This design comes from an exercise in tuning for a short achievable clock period and few clock cycles on the open sky130 flow, not from production work.
The RTL was checked by simulation tests, not by an equivalence proof against the original design.
Power and IR drop assume default switching activity.

==> job 927: inputs <==
==> flow/design.v <==
`timescale 1ns/1ns
`default_nettype none
package dcache_pkg;
    typedef logic [32-1:0] word_t;
    typedef struct packed {
        logic [26-1:0] tag;
        logic [3-1:0] idx;
        logic                     blkoff;
        logic [1:0]               bytoff;
    } dcache_addr_t;
    typedef struct packed {
        logic                               valid;
        logic                               dirty;
        logic [26-1:0]           tag;
        logic [2*32-1:0] data;
    } dcache_frame_t;
    typedef struct packed {
        logic  dmemREN;
        logic  dmemWEN;
        logic  datomic;
        logic  halt;
        word_t dmemaddr;
        word_t dmemstore;
    } cpu_req_t;
    typedef struct packed {
        logic  dhit;
        word_t dmemload;
        logic  flushed;
    } cpu_rsp_t;
    typedef struct packed {
        logic  dREN;
        logic  dWEN;
        word_t daddr;
        word_t dstore;
    } mem_req_t;
    typedef struct packed {
        logic  dwait;
        word_t dload;
    } mem_rsp_t;
    typedef struct packed {
        logic  fill_word;
        logic  fill_done;
        logic  write_word;
        logic  clean;
        logic  touch;
        logic  way;
        logic  fill_pos;
        word_t data;
    } frame_upd_t;
endpackage
`default_nettype wire
`timescale 1ns/1ns
`default_nettype none
module dcache_top
(
    input  logic        CLK,
    input  logic        nRST,
    input  logic        dmemREN,
    input  logic        dmemWEN,
    input  logic        datomic,
    input  logic        halt,
    input  logic [31:0] dmemaddr,
    input  logic [31:0] dmemstore,
    output logic        dhit,
    output logic [31:0] dmemload,
    output logic        flushed,
    output logic        dREN,
    output logic        dWEN,
    output logic [31:0] daddr,
    output logic [31:0] dstore,
    input  logic        dwait,
    input  logic [31:0] dload
);
    logic [15:0]        valid;
    logic [15:0]        dirty;
    logic [7:0]         mru;
    logic [15:0][25:0]  tags;
    logic [15:0][31:0]  data0;
    logic [15:0][31:0]  data1;
    logic               link_valid;
    logic [31:0]        link_addr;
    logic        lkq;        
    logic        hitq;       
    logic        scfq;       
    logic        vdq;        
    logic        resp;       
    logic        mem;        
    logic        fl;         
    logic        fprep;      
    logic [1:0]  ph;         
    logic        rdq;        
    logic        wrq;        
    logic        p_wr;       
    logic        p_fill;     
    logic        pword;
    logic [31:0] pdata;
    logic [3:0]  rslot;      
    logic        roff;       
    logic [25:0] rtag;       
    logic        rwrite;     
    logic        rsc;        
    logic [3:0]  fslot;      
    logic        fword;      
    logic        flushed_q;
    logic [3:0]  xslot;
    logic [31:0] ld0_q, ld1_q;
    logic        ldsel_q;
    logic [31:0] daddr_q, daddr_i;
    logic [31:0] dstore_q, dstore_i;
    logic miss2;         
    assign miss2    = lkq && !hitq && !scfq;
    assign dhit     = resp || (lkq && (hitq || scfq));
    assign dREN     = rdq || (miss2 && !vdq);
    assign dWEN     = wrq || (miss2 && vdq);
    assign dmemload = ldsel_q ? ld1_q : ld0_q;
    assign flushed  = flushed_q;
    assign daddr    = daddr_q;
    assign dstore   = dstore_q;
    logic [7:0]        s_vway;       
    logic [7:0]        s_vdirty;     
    logic [7:0][25:0]  s_vtag;       
    logic [7:0][31:0]  s_vdata0;     
    logic [7:0][25:0]  s_dtag;       
    always_comb
    begin
        for (int s = 0; s < 8; s++)
        begin
            s_vway[s]   = !valid[s] ? 1'b0 : (!valid[s + 8] ? 1'b1 : ~mru[s]);
            s_vdirty[s] = s_vway[s] ? (valid[s + 8] && dirty[s + 8]) : (valid[s] && dirty[s]);
            s_vtag[s]   = s_vway[s] ? tags[s + 8] : tags[s];
            s_vdata0[s] = s_vway[s] ? data0[s + 8] : data0[s];
            s_dtag[s]   = s_vdirty[s] ? s_vtag[s] : dmemaddr[31:6];
        end
    end
    logic        idle;
    logic        req;
    logic        lk;
    logic [2:0]  idx;
    logic [25:0] tag;
    logic        off;
    logic [7:0]  idx_dec;
    logic [15:0] eq;
    logic        m0, m1, hit;
    logic [31:0] w0, w1;
    logic        vway, vdirty;
    logic [25:0] dtag;
    logic [31:0] vdata0;
    logic        link_match;
    logic        sc, ll, scfail;
    assign idle = !lkq && !resp && !mem && !fl && !flushed_q;
    assign req  = dmemREN || dmemWEN;
    assign lk   = idle && req && !halt;
    assign idx  = dmemaddr[5:3];
    assign tag  = dmemaddr[31:6];
    assign off  = dmemaddr[2];
    always_comb
    begin
        m0 = 1'b0;
        m1 = 1'b0;
        w0 = '0;
        w1 = '0;
        vway = 1'b0;
        vdirty = 1'b0;
        dtag = '0;
        vdata0 = '0;
        for (int s = 0; s < 16; s++)
        begin
            eq[s] = valid[s] && (tags[s] == tag);
        end
        for (int s = 0; s < 8; s++)
        begin
            idx_dec[s] = (idx == s);
            m0     = m0     | (idx_dec[s] & eq[s]);
            m1     = m1     | (idx_dec[s] & eq[s + 8]);
            w0     = w0     | ({32{idx_dec[s]}} & (off ? data1[s] : data0[s]));
            w1     = w1     | ({32{idx_dec[s]}} & (off ? data1[s + 8] : data0[s + 8]));
            vway   = vway   | (idx_dec[s] & s_vway[s]);
            vdirty = vdirty | (idx_dec[s] & s_vdirty[s]);
            dtag   = dtag   | ({26{idx_dec[s]}} & s_dtag[s]);
            vdata0 = vdata0 | ({32{idx_dec[s]}} & s_vdata0[s]);
        end
    end
    assign hit = m0 || m1;
    assign link_match = link_valid && (dmemaddr == link_addr);
    assign sc         = datomic && dmemWEN;
    assign ll         = datomic && dmemREN;
    assign scfail     = sc && !link_match;
    logic rd_cur, wr_cur, beat, mem_cur, mb, fin, fb;
    assign rd_cur  = rdq || (miss2 && !vdq);
    assign wr_cur  = wrq || (miss2 && vdq);
    assign beat    = (rd_cur || wr_cur) && !dwait;
    assign mem_cur = mem || miss2;
    assign mb      = mem_cur && beat;
    assign fin     = mb && (ph == 2'd3);       
    assign fb      = fl && beat;
    logic [15:0] rslot_dec, fslot_dec, xslot_dec;
    logic [31:0] xdata0, xdata1;
    logic [25:0] xtag;
    logic [15:0] nx_dv;
    logic        nx_any;
    logic [15:0] nx_hot;
    logic [3:0]  nx_slot;
    logic        fdone;
    always_comb
    begin
        xdata0 = '0;
        xdata1 = '0;
        xtag   = '0;
        for (int s = 0; s < 16; s++)
        begin
            rslot_dec[s] = (rslot == s);
            fslot_dec[s] = (fslot == s);
            xslot_dec[s] = (xslot == s);
            xdata0 = xdata0 | ({32{xslot_dec[s]}} & data0[s]);
            xdata1 = xdata1 | ({32{xslot_dec[s]}} & data1[s]);
            xtag   = xtag   | ({26{xslot_dec[s]}} & tags[s]);
        end
        nx_dv   = valid & dirty & ~((fl && !fprep) ? fslot_dec : 16'h0);
        nx_any  = |nx_dv;
        nx_slot = '0;
        for (int s = 0; s < 16; s++)
        begin
            nx_hot[s] = nx_dv[s] && !(|(nx_dv & ((16'd1 << s) - 16'd1)));
            nx_slot   = nx_slot | ({4{nx_hot[s]}} & s);
        end
    end
    assign fdone = (fprep || (fb && fword)) && !nx_any;
    logic [1:0][31:0] daddr_d, dstore_d;
    always_comb
    begin
        for (int k = 0; k < 2; k++)
        begin
            daddr_d[k]  = k ? daddr_q  : daddr_i;
            dstore_d[k] = k ? dstore_q : dstore_i;
            if (lk)
            begin
                daddr_d[k]  = {dtag, idx, 3'b000};
                dstore_d[k] = vdata0;
            end
            if (mb)
            begin
                daddr_d[k]  = (ph == 2'd1) ? {rtag, rslot[2:0], 3'b000} : {daddr_i[31:3], 3'b100};
                dstore_d[k] = xdata1;
            end
            if ((fprep || (fb && fword)) && nx_any)
            begin
                daddr_d[k]  = {xtag, xslot[2:0], 3'b000};
                dstore_d[k] = xdata0;
            end
            if (fb && !fword)
            begin
                daddr_d[k]  = {daddr_i[31:3], 3'b100};
                dstore_d[k] = xdata1;
            end
        end
    end
    always_ff @(posedge CLK, negedge nRST)
    begin
        if (!nRST)
        begin
            valid      <= '0;
            dirty      <= '0;
            mru        <= '0;
            link_valid <= 1'b0;
            lkq        <= 1'b0;
            resp       <= 1'b0;
            mem        <= 1'b0;
            fl         <= 1'b0;
            fprep      <= 1'b0;
            ph         <= '0;
            rdq        <= 1'b0;
            wrq        <= 1'b0;
            p_wr       <= 1'b0;
            p_fill     <= 1'b0;
            fword      <= 1'b0;
            flushed_q  <= 1'b0;
        end
        else
        begin
            lkq  <= lk;
            resp <= fin;
            mem  <= mem_cur && !fin;
            rdq  <= (rd_cur && !fin) || (mb && (ph == 2'd1));
            wrq  <= (wr_cur && !(mb && (ph == 2'd1)) && !(fb && fword && !nx_any)) || (fprep && nx_any);
            flushed_q <= flushed_q || fdone;
            p_wr   <= mb && ph[1];
            p_fill <= fin;
            if (p_fill)
            begin
                valid[rslot] <= 1'b1;
                dirty[rslot] <= rwrite;
                mru[rslot[2:0]] <= rslot[3];
            end
            if (lkq && hitq && !scfq)
            begin
                mru[rslot[2:0]] <= rslot[3];
                if (rwrite)
                begin
                    dirty[rslot] <= 1'b1;
                end
            end
            if (lk)
            begin
                ph <= vdirty ? 2'd0 : 2'd2;
                if (ll)
                begin
                    link_valid <= 1'b1;
                end
                else if (dmemWEN && link_match)
                begin
                    link_valid <= 1'b0;
                end
            end
            else if (mb)
            begin
                ph <= ph + 2'd1;
            end
            if (idle && halt)
            begin
                fl    <= 1'b1;
                fprep <= 1'b1;
            end
            if (fprep)
            begin
                fprep <= 1'b0;
                fword <= 1'b0;
            end
            if (fb)
            begin
                fword <= ~fword;
                if (fword)
                begin
                    dirty[fslot] <= 1'b0;
                end
            end
            if (fdone)
            begin
                fl <= 1'b0;
            end
        end
    end
    always_ff @(posedge CLK)
    begin
        daddr_q  <= daddr_d[0];
        daddr_i  <= daddr_d[1];
        dstore_q <= dstore_d[0];
        dstore_i <= dstore_d[1];
        for (int s = 0; s < 16; s++)
        begin
            if (rslot_dec[s])
            begin
                if ((p_wr && !pword) || (lkq && hitq && rwrite && !roff))
                    data0[s] <= pdata;
                if ((p_wr && pword) || (lkq && hitq && rwrite && roff))
                    data1[s] <= pdata;
                if (p_fill)
                    tags[s] <= rtag;
            end
        end
        if (lk)
        begin
            if (ll)
            begin
                link_addr <= dmemaddr;
            end
            hitq    <= hit;
            scfq    <= scfail;
            vdq     <= vdirty;
            rslot   <= {hit ? m1 : vway, idx};
            xslot   <= {vway, idx};
            roff    <= off;
            rtag    <= tag;
            rwrite  <= dmemWEN && !scfail;
            rsc     <= sc;
            pword   <= off;
            pdata   <= dmemstore;
            ld0_q   <= sc ? {31'd0, link_match} : w0;
            ld1_q   <= w1;
            ldsel_q <= m1 && !sc;
        end
        else
        begin
            ldsel_q <= 1'b0;
        end
        if (mb && ph[1])
        begin
            pword <= ph[0];
            pdata <= (rwrite && (ph[0] == roff)) ? dmemstore : dload;
            if ((ph[0] == roff) && !rsc)
            begin
                ld0_q <= dload;
            end
        end
        if ((idle && halt) || (fb && !fword))
        begin
            xslot <= nx_slot;
        end
        if ((fprep || (fb && fword)) && nx_any)
        begin
            fslot <= xslot;
        end
    end
endmodule
`default_nettype wire
==> flow/flow/run.sh <==
#!/bin/bash
# Standard ORFS layout (the standard.sh), with the resizer allowed to
# change cell footprints, port buffers that start as buf_6 instead of delay
# cells, and setup repair aiming well below the 9 ns period.
set -uo pipefail
cd "$(dirname "$0")/.."
bash standard.sh \
    SETUP_SLACK_MARGIN=6.5 \
    MATCH_CELL_FOOTPRINT=0 \
    "BUFFER_PORTS_ARGS=-buffer_cell sky130_fd_sc_hd__buf_6" \
    finish > standard_flow.log 2>&1
status=$?
cp -f standard_flow.log out/ 2>/dev/null || true
exit $status
==> flow/standard.sh <==
#!/bin/bash
# synth_recipe.tcl (not shown) runs the flow's synth.tcl, then flattens the netlist and writes it again
# the make line also repeats each setting of config.mk as NAME=value (left out here)
make -C /OpenROAD-flow-scripts/flow DESIGN_CONFIG=/design/flow/config.mk WORK_HOME=/design/flow/orfs CLKGATE_MAP_FILE= SYNTH_SCRIPT=/design/flow/synth_recipe.tcl "${@:-finish}"
==> flow/config.mk <==
export PLATFORM = sky130hd
export DESIGN_NAME = dcache_top
export DESIGN_NICKNAME = dcache_top
export VERILOG_FILES = /design/flow/design.v
export SDC_FILE = /design/flow/constraint.sdc
export NUM_CORES = 4
export LEC_CHECK = 0
export CAP_MARGIN = 20
export CORE_MARGIN = 2
export CORE_UTILIZATION = 40
export PLACE_DENSITY = 0.45
export SLEW_MARGIN = 20
export TNS_END_PERCENT = 100
==> flow/constraint.sdc <==
create_clock -name core_clock -period 9.0 [get_ports {CLK}]
set_input_delay 1.8000 -clock core_clock [delete_from_list [all_inputs] [get_ports {CLK}]]
set_output_delay 1.8000 -clock core_clock [all_outputs]
set_load 0.01 [all_outputs]
==> job 5747 (differences from job 927) <==
--- a/flow/design.v
+++ b/flow/design.v
@@ -105,5 +105,5 @@
     logic [3:0]  xslot;
     logic [31:0] ld0_q, ld1_q;
-    logic        ldsel_q;
+    logic [3:0]  ldsel_q;    
     logic [31:0] daddr_q, daddr_i;
     logic [31:0] dstore_q, dstore_i;
@@ -113,5 +113,11 @@
     assign dREN     = rdq || (miss2 && !vdq);
     assign dWEN     = wrq || (miss2 && vdq);
-    assign dmemload = ldsel_q ? ld1_q : ld0_q;
+    always_comb
+    begin
+        for (int b = 0; b < 4; b++)
+        begin
+            dmemload[8*b +: 8] = ldsel_q[b] ? ld1_q[8*b +: 8] : ld0_q[8*b +: 8];
+        end
+    end
     assign flushed  = flushed_q;
     assign daddr    = daddr_q;
@@ -198,5 +204,6 @@
     logic [25:0] xtag;
     logic [15:0] nx_dv;
-    logic        nx_any;
+    logic        nx_any;         
+    logic        nx_any_d;
     logic [15:0] nx_hot;
     logic [3:0]  nx_slot;
@@ -217,5 +224,5 @@
         end
         nx_dv   = valid & dirty & ~((fl && !fprep) ? fslot_dec : 16'h0);
-        nx_any  = |nx_dv;
+        nx_any_d = |nx_dv;
         nx_slot = '0;
         for (int s = 0; s < 16; s++)
@@ -377,9 +384,13 @@
             ld0_q   <= sc ? {31'd0, link_match} : w0;
             ld1_q   <= w1;
-            ldsel_q <= m1 && !sc;
         end
-        else
+        for (int b = 0; b < 4; b++)
         begin
-            ldsel_q <= 1'b0;
+            if (lk)
+                ldsel_q[b] <= m1 && !sc;
+            else if (mb)
+                ldsel_q[b] <= 1'b0;
+            else
+                ldsel_q[b] <= ldsel_q[(b + 1) % 4];
         end
         if (mb && ph[1])
@@ -392,4 +403,5 @@
             end
         end
+        nx_any <= nx_any_d;
         if ((idle && halt) || (fb && !fword))
         begin
--- a/flow/config.mk
+++ b/flow/config.mk
@@ -11,3 +11,3 @@
 export PLACE_DENSITY = 0.45
 export SLEW_MARGIN = 20
-export TNS_END_PERCENT = 100
+export TNS_END_PERCENT = 10
==> notes <==
- Job 5747 went through all stages and came out clean. Job 927 completed with no timing, DRC or antenna violations.
- Between job 5747 and job 927, the lower register-to-register slack is in job 5747 (gap 0.05 ns).
- Of job 927 and job 5747, job 927 has the higher non-clock buffer count (gap 165).
- Sequential share of layout area: job 927 is lower than job 5747 (0.66 points).
- Against job 927, the clock power of job 5747 is larger by 3.7%.
- Against job 5747, the synthesized cell count of job 927 is smaller by 2.3%.
- Against job 5747, the flip-flop and latch count of job 927 is lower by 4.
- Of job 5747 and job 927, job 5747 has the higher synthesized area (gap about 0.36%, measured against job 927).
- In job 5747 the die area is higher than in job 927, by 0.35%.
- Between job 927 and job 5747, the lower total power is in job 5747 (gap 1.3%, measured against job 5747).
- Between job 927 and job 5747, the lower count of clock-buffer cells in the layout is in job 5747 (gap 35).
==> figures <==
item                                                                          job 927                 job 5747
Outcome                                                       complete, no violations  complete, no violations
Clk Latency, worst-skew pair                                                  0.91 ns                  0.90 ns
Slowest library cell on the worst path                                        dfxtp_4                 edfxtp_1
Simple-gate share of the synthesized area                                       6.25%                    6.64%
Summed instance area of the synthesized netlist                            0.0899 mm2               0.0902 mm2
Post-route clock skew                                                       0.0419 ns                0.0520 ns
Antenna violations before repair                                                   44                       78
Number of register bits inferred by synthesis                                   1,795                    1,799
Num rows                                                                          173                      174
Layout clock buffers                                                              299                      264
Met3 Track Usage GR                                                             17.9%                    28.8%
Sum of buffers and inverters on the critical path                                   3                        2
Via density per instance                                                         7.54                     7.71
First DRT Iteration DRCs                                                       16,497                   18,650
Combinational gate power                                                      10.4 mW                  9.96 mW
Multi-input logic portion of the cell area                                      33.3%                    34.1%
Start point of the worst hold path                                       dstore_i[22]             dstore_i[26]
Layout buffering overhead excluding clock cells                                 13.7%                    11.8%
Period utilization                                                              44.4%                    44.0%
Number of distinct library cells after synthesis                                   83                       89
Post-cts gate resize count                                                      1,284                      807
Maximum number of pins on one net before global-route repair                       54                       65
Testbench counts of job 927, summed over its fixed seeds: cycles 81,972.
Testbench counts of job 5747, summed over its fixed seeds: cycles 81,972.

## afterwards: timing with drivers on the ports
The flow's constraints put no driver on any port. The routed layouts listed below were extracted and timed again, unchanged, in two steps.
Step 1: set_driving_cell puts a clkbuf_16 on CLK and a buf_2 on each other input, an assumption about the parent block.
Step 2 times the ports against the registers' clock, not the clock port: input delays grow and output delays shrink by t, the midpoint of the rising clock arrivals with the driver on.
Slacks: ideal / step 1 / step 2; pairs: ideal / step 1.
run | shift t [ns] | slack for setup (ns) | hold slack, ns | slew at the worst register clock pin (ns)
job 927 | 0.994 | 5.002 / 4.891 / 4.422 | 0.434 / 0.434 / 0.434 | 0.07 / 0.07
job 5747 | 0.978 | 5.039 / 4.940 / 4.399 | 0.426 / 0.426 / 0.426 | 0.07 / 0.07
After both steps every run listed still meets setup and hold. The setup slack of job 5747, which loses most, moves by -0.099 ns with the drivers and by -0.640 ns with both steps.
